Source: an optimization exercise on an open RTL-to-GDS flow (aim: small area, a short achievable clock period and few clock cycles per item). Production flows keep margins and buffers that such runs may drop.
In this exercise RTL edits were held to simulation tests only and were not proved equivalent to the original.
Power is estimated from default activity; no workload was simulated.

`design/flow/run.sh`:
```
#!/bin/bash
# synth_recipe.tcl (not shown) runs the flow's synth.tcl, then flattens the netlist and writes it again
# the make line also repeats each setting of config.mk as NAME=value (left out here)
make -C /OpenROAD-flow-scripts/flow DESIGN_CONFIG=/design/flow/config.mk WORK_HOME=/design/flow/orfs CLKGATE_MAP_FILE= SYNTH_SCRIPT=/design/flow/synth_recipe.tcl finish
```
`design/flow/design.v`:
```
`timescale 1ns / 1ps
`default_nettype none
package fsmap_pkg;
    localparam int REGION_REGS  = 4;
    localparam int REGIONS      = 4;
    localparam int LIVE_REGIONS = (REGIONS < REGION_REGS) ? REGIONS : REGION_REGS;
    localparam int REG_IDX_W    = $clog2(REGION_REGS);
    localparam logic [REG_IDX_W-1:0] LAST_REGION = REG_IDX_W'(LIVE_REGIONS - 1);
    localparam int CNT_W    = 8;
    localparam int SIZE_W   = 16;
    localparam int REGION_W = CNT_W + SIZE_W;
    localparam int ADDR_W   = 32;
    localparam int ANS_W    = 32;
    localparam int OP_W     = 2;
    localparam int FIRST_W  = 8;
    localparam int SCALE_W  = 5;
    localparam int KB_SHIFT  = 10;
    localparam int KB_W      = ADDR_W - KB_SHIFT;
    localparam int RK_W      = KB_W + 1;
    localparam int SPAN_W    = CNT_W + SIZE_W;
    localparam int QUO_W     = CNT_W;
    localparam int DIV_STEPS = QUO_W;
    localparam int STEP_W    = $clog2(DIV_STEPS);
    localparam int IDX_W     = CNT_W + $clog2(LIVE_REGIONS + 2);
    localparam int SCALED_W  = IDX_W + SCALE_W;
    localparam int S_TDATA_W = 72;
    localparam int M_TDATA_W = 32;
    localparam int PADDR_W = 5;
    localparam int PDATA_W = 32;
    localparam int RIDX_W  = PADDR_W - 2;
    localparam logic [RIDX_W-1:0] REG_BASE  = 3'd4;
    localparam logic [RIDX_W-1:0] REG_FIRST = 3'd5;
    localparam logic [RIDX_W-1:0] REG_SCALE = 3'd6;
    localparam logic [REGION_REGS*REGION_W-1:0] REGION_RESET =
        {24'd0, 24'd32775, 24'd16385, 24'd4100};
    localparam logic [ADDR_W-1:0]  BASE_RESET  = 32'h0800_0000;
    localparam logic [FIRST_W-1:0] FIRST_RESET = 8'd0;
    localparam logic [SCALE_W-1:0] SCALE_RESET = 5'd1;
    typedef enum logic [OP_W-1:0] {
        OP_ADDR  = 2'd0,
        OP_SIZE  = 2'd1,
        OP_START = 2'd2,
        OP_END   = 2'd3
    } op_t;
    typedef struct packed {
        logic [REGION_REGS-1:0][REGION_W-1:0] region;
        logic [ADDR_W-1:0]                    base;
        logic [FIRST_W-1:0]                   first_index;
        logic [SCALE_W-1:0]                   scale;
    } cfg_t;
    typedef struct packed {
        logic start;
        logic walk;
        logic div_step;
        logic load_out;
    } cmd_t;
    typedef struct packed {
        logic walk_stop;
        logic walk_div;
        logic out_free;
    } status_t;
endpackage
`default_nettype wire
`timescale 1ns / 1ps
`default_nettype none
import fsmap_pkg::*;
module fsmap_regs
(
    input  wire                clk,
    input  wire                rst_n,
    input  wire                psel,
    input  wire                penable,
    input  wire                pwrite,
    input  wire  [PADDR_W-1:0] paddr,
    input  wire  [PDATA_W-1:0] pwdata,
    output logic [PDATA_W-1:0] prdata,
    output logic               pready,
    output fsmap_pkg::cfg_t     cfg
);
    fsmap_pkg::cfg_t              cfg_reg;
    fsmap_pkg::cfg_t              cfg_next;
    logic              wr_en;
    logic [RIDX_W-1:0] reg_idx;
    assign pready  = 1'b1;
    assign wr_en   = psel && penable && pwrite && pready;
    assign reg_idx = paddr[PADDR_W-1:2];
    assign cfg     = cfg_reg;
    always_comb
    begin
        cfg_next = cfg_reg;
        if (wr_en)
        begin
            priority if (reg_idx < RIDX_W'(REGION_REGS))
                cfg_next.region[reg_idx[REG_IDX_W-1:0]] = pwdata[REGION_W-1:0];
            else if (reg_idx == REG_BASE)
                cfg_next.base = pwdata[ADDR_W-1:0];
            else if (reg_idx == REG_FIRST)
                cfg_next.first_index = pwdata[FIRST_W-1:0];
            else if (reg_idx == REG_SCALE)
                cfg_next.scale = pwdata[SCALE_W-1:0];
            else
                cfg_next = cfg_reg;
        end
    end
    always_comb
    begin
        priority if (reg_idx < RIDX_W'(REGION_REGS))
            prdata = PDATA_W'(cfg_reg.region[reg_idx[REG_IDX_W-1:0]]);
        else if (reg_idx == REG_BASE)
            prdata = PDATA_W'(cfg_reg.base);
        else if (reg_idx == REG_FIRST)
            prdata = PDATA_W'(cfg_reg.first_index);
        else if (reg_idx == REG_SCALE)
            prdata = PDATA_W'(cfg_reg.scale);
        else
            prdata = '0;
    end
    always_ff @(posedge clk or negedge rst_n)
    begin
        if (!rst_n)
        begin
            cfg_reg.region      <= REGION_RESET;
            cfg_reg.base        <= BASE_RESET;
            cfg_reg.first_index <= FIRST_RESET;
            cfg_reg.scale       <= SCALE_RESET;
        end
        else
        begin
            cfg_reg <= cfg_next;
        end
    end
endmodule
`default_nettype wire
`timescale 1ns / 1ps
`default_nettype none
import fsmap_pkg::*;
module fsmap_ctrl
(
    input  wire          clk,
    input  wire          rst_n,
    input  wire          s_tvalid,
    output logic         s_tready,
    input  fsmap_pkg::status_t  status,
    output fsmap_pkg::cmd_t     cmd
);
    typedef enum logic [3:0] {
        ST_IDLE = 4'b0001,
        ST_WALK = 4'b0010,
        ST_DIV  = 4'b0100,
        ST_FIN  = 4'b1000
    } state_t;
    localparam logic [STEP_W-1:0] LAST_STEP = STEP_W'(DIV_STEPS - 1);
    state_t            state_reg;
    state_t            state_next;
    logic [STEP_W-1:0] step_reg;
    logic [STEP_W-1:0] step_next;
    assign s_tready     = (state_reg == ST_IDLE);
    assign cmd.start    = s_tvalid && s_tready;
    assign cmd.walk     = (state_reg == ST_WALK);
    assign cmd.div_step = (state_reg == ST_DIV);
    assign cmd.load_out = (state_reg == ST_FIN) && status.out_free;
    always_comb
    begin
        state_next = state_reg;
        unique case (state_reg)
            ST_IDLE:
            begin
                if (cmd.start)
                    state_next = ST_WALK;
            end
            ST_WALK:
            begin
                priority if (status.walk_stop)
                    state_next = ST_FIN;
                else if (status.walk_div)
                    state_next = ST_DIV;
                else
                    state_next = ST_WALK;
            end
            ST_DIV:
            begin
                if (step_reg == LAST_STEP)
                    state_next = ST_FIN;
            end
            ST_FIN:
            begin
                if (status.out_free)
                    state_next = ST_IDLE;
            end
            default:
                state_next = ST_IDLE;
        endcase
    end
    always_comb
    begin
        if (state_reg == ST_DIV)
            step_next = step_reg + 1'b1;
        else
            step_next = '0;
    end
    always_ff @(posedge clk or negedge rst_n)
    begin
        if (!rst_n)
        begin
            state_reg <= ST_IDLE;
            step_reg  <= '0;
        end
        else
        begin
            state_reg <= state_next;
            step_reg  <= step_next;
        end
    end
endmodule
`default_nettype wire
`timescale 1ns / 1ps
`default_nettype none
import fsmap_pkg::*;
module fsmap_dp
(
    input  wire                 clk,
    input  wire                 rst_n,
    input  fsmap_pkg::cfg_t      cfg,
    input  fsmap_pkg::cmd_t      cmd,
    output fsmap_pkg::status_t   status,
    input  wire  [OP_W-1:0]     opcode,
    input  wire  [ADDR_W-1:0]   address,
    input  wire  [CNT_W-1:0]    sector_number,
    input  wire  [ADDR_W-1:0]   byte_size,
    input  wire                 m_tready,
    output logic                out_valid,
    output logic [ANS_W-1:0]    answer,
    output logic                valid_res
);
    fsmap_pkg::op_t                  op_reg,    op_next;
    logic [KB_W-1:0]      kb_reg,    kb_next;
    logic                 lowok_reg, lowok_next;
    logic [CNT_W-1:0]     j_reg,     j_next;
    logic [CNT_W-1:0]     first_reg, first_next;
    logic [RK_W-1:0]      rk_reg,    rk_next;
    logic [IDX_W-1:0]     cnt_reg,   cnt_next;
    logic [KB_W-1:0]      acc_reg,   acc_next;
    logic [REG_IDX_W-1:0] r_reg,     r_next;
    logic                 fail_reg,  fail_next;
    logic [SIZE_W-1:0]    rem_reg,   rem_next;
    logic [QUO_W-1:0]     dq_reg,    dq_next;
    logic                 out_valid_reg, out_valid_next;
    logic [ANS_W-1:0]     answer_reg,    answer_next;
    logic                 valid_res_reg, valid_res_next;
    logic [ADDR_W-1:0]    offset;
    logic [CNT_W-1:0]     n;
    logic [SIZE_W-1:0]    sz;
    logic                 kb_walk;
    logic                 in_region;
    logic [CNT_W-1:0]     m;
    logic [CNT_W-1:0]     mul_a;
    logic [SPAN_W-1:0]    prod;
    logic [KB_W-1:0]      rest;
    logic [RK_W-1:0]      rk_less;
    logic [KB_W-1:0]      dividend;
    logic                 kb_hit;
    logic                 end_hit;
    logic                 last;
    logic                 walk_fail;
    logic                 walk_done;
    logic                 walk_div;
    logic [SIZE_W:0]      trial;
    logic [SIZE_W:0]      diff;
    logic                 ge;
    logic [IDX_W-1:0]     idx_sum;
    logic [SCALED_W-1:0]  scaled;
    logic [ANS_W-1:0]     res_ans;
    logic                 res_vr;
    assign offset = address - cfg.base;
    assign n         = cfg.region[r_reg][CNT_W-1:0];
    assign sz        = cfg.region[r_reg][REGION_W-1:CNT_W];
    assign kb_walk   = (op_reg == OP_ADDR) || (op_reg == OP_START);
    assign in_region = (j_reg < n);
    assign m         = n - j_reg;
    assign mul_a     = kb_walk ? n : m;
    assign prod      = SPAN_W'(mul_a) * SPAN_W'(sz);
    assign rest      = kb_reg - acc_reg;
    assign rk_less   = rk_reg - 1'b1;
    assign dividend  = kb_walk ? rest : rk_less[KB_W-1:0];
    assign kb_hit    = (prod > SPAN_W'(rest));
    assign end_hit   = (prod >= SPAN_W'(rk_reg));
    assign last      = (r_reg == LAST_REGION);
    always_comb
    begin
        walk_fail = 1'b0;
        walk_done = 1'b0;
        walk_div  = 1'b0;
        priority if ((op_reg == OP_END) && (rk_reg == '0))
            walk_fail = 1'b1;
        else if (n == '0)
            walk_fail = 1'b1;
        else if (kb_walk)
        begin
            if (kb_hit)
                walk_div = 1'b1;
            else
                walk_fail = last;
        end
        else if (in_region)
        begin
            priority if (op_reg == OP_SIZE)
                walk_done = 1'b1;
            else if (end_hit)
                walk_div = 1'b1;
            else
                walk_fail = last;
        end
        else
            walk_fail = last;
    end
    assign status.walk_stop = walk_fail || walk_done;
    assign status.walk_div  = walk_div;
    assign status.out_free  = !out_valid_reg || m_tready;
    assign trial = {rem_reg, dq_reg[QUO_W-1]};
    assign diff  = trial - {1'b0, sz};
    assign ge    = (trial >= {1'b0, sz});
    always_comb
    begin
        op_next    = op_reg;
        kb_next    = kb_reg;
        lowok_next = lowok_reg;
        j_next     = j_reg;
        first_next = first_reg;
        rk_next    = rk_reg;
        cnt_next   = cnt_reg;
        acc_next   = acc_reg;
        r_next     = r_reg;
        fail_next  = fail_reg;
        rem_next   = rem_reg;
        dq_next    = dq_reg;
        priority if (cmd.start)
        begin
            op_next    = fsmap_pkg::op_t'(opcode);
            kb_next    = offset[ADDR_W-1:KB_SHIFT];
            lowok_next = (address >= cfg.base) && (offset[KB_SHIFT-1:0] == '0);
            j_next     = sector_number;
            first_next = sector_number;
            rk_next    = RK_W'(byte_size[ADDR_W-1:KB_SHIFT])
                       + RK_W'(|byte_size[KB_SHIFT-1:0]);
            cnt_next   = '0;
            acc_next   = '0;
            r_next     = '0;
            fail_next  = 1'b0;
        end
        else if (cmd.walk)
        begin
            priority if (walk_fail)
                fail_next = 1'b1;
            else if (walk_done)
                rem_next = sz;
            else if (walk_div)
            begin
                rem_next = SIZE_W'(dividend[KB_W-1:QUO_W]);
                dq_next  = dividend[QUO_W-1:0];
            end
            else if (kb_walk)
            begin
                acc_next = acc_reg + KB_W'(prod);
                cnt_next = cnt_reg + IDX_W'(n);
                r_next   = r_reg + 1'b1;
            end
            else if (in_region)
            begin
                rk_next  = rk_reg - RK_W'(prod);
                cnt_next = cnt_reg + IDX_W'(m);
                j_next   = '0;
                r_next   = r_reg + 1'b1;
            end
            else
            begin
                j_next = j_reg - n;
                r_next = r_reg + 1'b1;
            end
        end
        else if (cmd.div_step)
        begin
            rem_next = ge ? diff[SIZE_W-1:0] : trial[SIZE_W-1:0];
            dq_next  = {dq_reg[QUO_W-2:0], ge};
        end
        else
        begin
            op_next = op_reg;
        end
    end
    assign idx_sum = IDX_W'((op_reg == OP_ADDR) ? cfg.first_index : first_reg)
                   + cnt_reg + IDX_W'(dq_reg);
    assign scaled  = SCALED_W'(idx_sum) * SCALED_W'(cfg.scale);
    always_comb
    begin
        unique case (op_reg)
            OP_ADDR:
            begin
                res_ans = fail_reg ? '0 : ANS_W'(scaled);
                res_vr  = !fail_reg;
            end
            OP_SIZE:
            begin
                res_ans = fail_reg ? '0 : ANS_W'(rem_reg);
                res_vr  = !fail_reg;
            end
            OP_START:
            begin
                res_ans = ANS_W'(!fail_reg && lowok_reg && (rem_reg == '0));
                res_vr  = 1'b1;
            end
            OP_END:
            begin
                res_ans = fail_reg ? '0 : ANS_W'(idx_sum);
                res_vr  = !fail_reg;
            end
            default:
            begin
                res_ans = '0;
                res_vr  = 1'b0;
            end
        endcase
    end
    always_comb
    begin
        answer_next    = answer_reg;
        valid_res_next = valid_res_reg;
        out_valid_next = out_valid_reg;
        if (cmd.load_out)
        begin
            answer_next    = res_ans;
            valid_res_next = res_vr;
            out_valid_next = 1'b1;
        end
        else if (m_tready)
            out_valid_next = 1'b0;
    end
    assign out_valid = out_valid_reg;
    assign answer    = answer_reg;
    assign valid_res = valid_res_reg;
    always_ff @(posedge clk or negedge rst_n)
    begin
        if (!rst_n)
            out_valid_reg <= 1'b0;
        else
            out_valid_reg <= out_valid_next;
    end
    always_ff @(posedge clk)
    begin
        op_reg        <= op_next;
        kb_reg        <= kb_next;
        lowok_reg     <= lowok_next;
        j_reg         <= j_next;
        first_reg     <= first_next;
        rk_reg        <= rk_next;
        cnt_reg       <= cnt_next;
        acc_reg       <= acc_next;
        r_reg         <= r_next;
        fail_reg      <= fail_next;
        rem_reg       <= rem_next;
        dq_reg        <= dq_next;
        answer_reg    <= answer_next;
        valid_res_reg <= valid_res_next;
    end
endmodule
`default_nettype wire
`timescale 1ns / 1ps
`default_nettype none
import fsmap_pkg::*;
module flash_sector_mapper
(
    input  wire                  clk,
    input  wire                  rst_n,
    input  wire                  s_tvalid,
    output logic                 s_tready,
    input  wire  [S_TDATA_W-1:0] s_tdata,    
    input  wire  [OP_W-1:0]      s_tuser,    
    output logic                 m_tvalid,
    input  wire                  m_tready,
    output logic [M_TDATA_W-1:0] m_tdata,    
    output logic                 m_tuser,    
    input  wire                  psel,
    input  wire                  penable,
    input  wire                  pwrite,
    input  wire  [PADDR_W-1:0]   paddr,
    input  wire  [PDATA_W-1:0]   pwdata,
    output logic [PDATA_W-1:0]   prdata,
    output logic                 pready
);
    fsmap_pkg::cfg_t    cfg;
    fsmap_pkg::cmd_t    cmd;
    fsmap_pkg::status_t status;
    fsmap_regs u_regs (
        .clk     (clk),
        .rst_n   (rst_n),
        .psel    (psel),
        .penable (penable),
        .pwrite  (pwrite),
        .paddr   (paddr),
        .pwdata  (pwdata),
        .prdata  (prdata),
        .pready  (pready),
        .cfg     (cfg)
    );
    fsmap_ctrl u_ctrl (
        .clk      (clk),
        .rst_n    (rst_n),
        .s_tvalid (s_tvalid),
        .s_tready (s_tready),
        .status   (status),
        .cmd      (cmd)
    );
    fsmap_dp u_dp (
        .clk           (clk),
        .rst_n         (rst_n),
        .cfg           (cfg),
        .cmd           (cmd),
        .status        (status),
        .opcode        (s_tuser),
        .address       (s_tdata[31:0]),
        .sector_number (s_tdata[39:32]),
        .byte_size     (s_tdata[71:40]),
        .m_tready      (m_tready),
        .out_valid     (m_tvalid),
        .answer        (m_tdata),
        .valid_res     (m_tuser)
    );
endmodule
`default_nettype wire
```
`design/flow/config.mk`:
```
export PLATFORM = sky130hd
export DESIGN_NAME = flash_sector_mapper
export DESIGN_NICKNAME = flash_sector_mapper
export VERILOG_FILES = /design/flow/design.v
export SDC_FILE = /design/flow/constraint.sdc
export NUM_CORES = 4
export LEC_CHECK = 0
export CAP_MARGIN = 20
export CORE_MARGIN = 2
export CORE_UTILIZATION = 40
export SLEW_MARGIN = 20
```
`design/flow/constraint.sdc`:
```
create_clock -name core_clock -period 11.0 [get_ports {clk}]
set_input_delay 2.2000 -clock core_clock [delete_from_list [all_inputs] [get_ports {clk}]]
set_output_delay 2.2000 -clock core_clock [all_outputs]
set_load 0.01 [all_outputs]
```
==> qor.txt <==
Tightest Hold Check Type = reg -> reg
Routed WL = 94800 um
Synth unique cells = 91
Ratio of final minimum period to clock period = 0.952
# nets final = 4003
Largest net degree at the start of global routing = 108
DR vias = 25148
Power Dens Cells = 299 nW/um2
Setup violators final = 0
Routability cong. = 0.935
Row count = 98
Synth Register Bits = 290
Number of global-route vias before repair = 24185
Core ar. = 71200 um2
Worst Path Max Fanout = 23
Critical Path End Type = flop
Max Slew Vio Count = 0
First-pass GRT wire length = 145000 um
Fmax = 95.5 MHz
Top cell type by total area after synthesis = dfrtp_1
Sequential share of the synthesized area = 0.266
Max stage delay on crit path = 0.67 ns
Req. time, crit path = 11.27 ns
Core Util, Final = 0.467
Die Y-Extent = 272 um
# DRC = 0
IO Pins = 186
Post-synth EDFFs = 105
Total grt overflow = 0
Syn. warnings = 3
Yosys top cell area share = 0.121
Die footprint = 73800 um2
Final setup TNS = 0 ns
Status = timing/DRC/antenna clean
Final Hold Viols = 0
Antenna-violating nets left = 0
P_leak = 14.9 nW
Max-cap viol count = 0
Syn-to-layout area delta = 16.0%
Post-synth top flop = dfrtp_1
Initial DRT Pass Iterations = 6
PortBufs = 166
Critical-path top delay cell = or4_4
Relative slew slack = 0.204
Startpoint Class = flop
Min cycle time layout = 10.47 ns
Share of layout cells above drive strength 1 = 0.0851
CTS clk-pin slew, worst paths = 0.06 ns
Die width = 272 um
Mapped cell area = 28700 um2
CP most frequent cell = inv_1
Initial antenna violation count = 6
Fill cells = 6964
Max reg flops = 141
Synth top area cells = dfrtp_1 (12%), ha_1 (12%), edfxtp_1 (11%)
Post-Syn Instances = 3310
Syn Area/Cell = 8.66 um2
Routed wire length per instance = 21.2 um
CTS buffer count = 38
Worst-margin pin slew = 1.19 ns
Clock Path Buffers = 3
Asr flop ratio synth = 0.514
VDD IR max = 0.202 mV
Clk Latency, worst-skew pair = 0.62 ns
Initial core utilization = 0.402
GRT Overall Usage = 0.255
Critical path class = reg -> reg
Post-DP HPWL = 73600 um
Clk sink count = 290
Htree depth = 2
CTS tree = yes
Crit path arrival time = 10.74 ns
Drt via density = 5.63
Root Buffer = clkbuf_16
Worst Clk Skew = 0.0553 ns
Initial DRC Count = 2248
## critical path, delay by kind of cell, from the launching register on
kind                     cells  cell delay (ns)
multiplexers                 2             0.72
adder cells (fa/ha/maj)      8             3.38
AO/OA/AOI/OAI               13             2.82
AND/OR/NAND/NOR              7             1.66
flip-flops                   1             0.46
XOR/XNOR                     2             0.27
buffers and inverters        7             0.77
## synthesized netlist by cell type, drive strengths merged (16+ instances only)
library cell and instances:
inv 359, nand2 332, nor2 289, ha 273, a21oi 270, o21ai 163
nand3 144, dfrtp 138, fa 128, xnor2 127, clkbuf 113, edfxtp 105
a22o 73, a21o 56, mux2i 56, xor2 56, buf 47, mux4 40
and2 36, dfxtp 36, and3 33, o21bai 33, nor3 30, nor2b 28
nand4 27, mux2 25, a31oi 24, nor4 23, a211oi 19, nand2b 19
o21a 17, a222oi 16
## metal layers
metal,vias to the layer above,GRT usage,wire length (um)
met5,-,0,52
met2,939,0.388,41200
li1,11882,-,-
met4,8,0.0911,3600
met1,12169,0.351,41400
met3,150,0.0644,8560
## cells in the final DEF (no fill, tap or decap), drive strengths merged, types with 36 or more instances in the layout
master	n
mux2i	56
xnor2	127
a21o	56
xor2	56
a22o	73
buf	114
mux4	40
dfrtp	138
o21ai	163
clkbuf	52
nor2	289
ha	273
nand3	144
edfxtp	105
a21oi	270
clkdlybuf4s50	164
inv	363
dfxtp	36
nand2	332
fa	128
and2	36
## through the flow
step	power [mW]	cells	instance area (um2)	hold WS (ns)	worst slack (ns)
4_1_cts	9.87	4462	33200	0.441	0.198
5_1_grt	10.7	4464	33200	0.462	-0.0651
6_report	9.93	4466	33200	0.435	0.528
3_5_place_dp	8.42	4392	31800	0.429	0.286
2_1_floorplan	6.24	3325	28700	0.410	0.397
3_3_place_gp	8.37	4392	31800	0.424	0.341
## power by group
part	internal (mW)	total [mW]	switching, mW	leakage (nW)
sequential	1.48	1.69	0.213	3.17
clock	0.854	1.41	0.559	0.695
combinational	2.74	6.82	4.08	11.1
## timing repair
item / in CTS / in global routing
buffers inserted: 0 / 2
hold buffers: 0 / 0
gates resized for setup: 0 / 6
hold endpoints to repair: 0 / 0
setup endpoints to repair: 0 / 86
## area by class of cell
cell class                 count  area [um2]  share of cell area
sequential                   290        7620               0.229
timing repair buffer         279        2530              0.0762
inverter                     362        1360              0.0409
clock inverter                19         298             0.00896
clock buffer                  51        1130              0.0341
antenna                        2        5.00            0.000151
tap                          950        1190              0.0358
multi-input combinational   2513       19100               0.575
## final timing paths
check | from | endpoint | slack [ns] | cells after the start
min in group asynchronous | rst_n | u_regs.cfg_reg[82] | 1.71 | 1
worst min-delay path | u_ctrl.step_reg[0] | u_ctrl.step_reg[0] | 0.44 | 1
worst max register to register | u_dp.r_reg[0] | u_dp.rk_reg[6] | 0.53 | 39
worst min register to register | u_ctrl.step_reg[0] | u_ctrl.step_reg[0] | 0.44 | 1
max in group asynchronous | rst_n | u_ctrl.step_reg[2] | 8.02 | 2
worst max-delay path | u_dp.r_reg[0] | u_dp.rk_reg[6] | 0.53 | 39
## kinds of logic (layout without fill, tap and decap cells)
group                    after synthesis  after routing  share of synthesized area
AO/OA/AOI/OAI                        778            778                      0.174
XOR/XNOR                             183            183                     0.0559
adder cells (fa/ha/maj)              401            401                      0.209
buffers and inverters                522            711                     0.0721
flip-flops                           290            290                      0.266
multiplexers                         121            121                     0.0608
other                                  2             19                   0.000262
AND/OR/NAND/NOR                     1013           1013                      0.163
Testbench counts, summed over its fixed seeds: cycles 40,041, queries 4,800.

port drivers added, routing unchanged:
No port has a modelled driver above. Below, the same layout with a new extraction and two added sets of constraints. Step 1 assumes that a clkbuf_16 drives the clock port and a buf_2 every other input. Step 2 times the ports against the registers' clock, not the clock port: input delays grow and output delays shrink by t, the midpoint of the rising clock arrivals with the driver on. Slacks: no drivers / after step 1 / after step 2; pairs: no drivers / after step 1.
t, ns: 0.660
setup WS [ns]: 0.528 / 0.528 / 0.528
latest minus earliest clock arrival (ns): 0.056 / 0.056
slew at the worst register clock pin (ns): 0.07 / 0.07
worst slew at a driven data input, ns: 0.10
After both steps setup and hold are still met in this run. For this run, drivers alone change the setup slack by 0.000 ns; drivers and shift together by 0.000 ns.
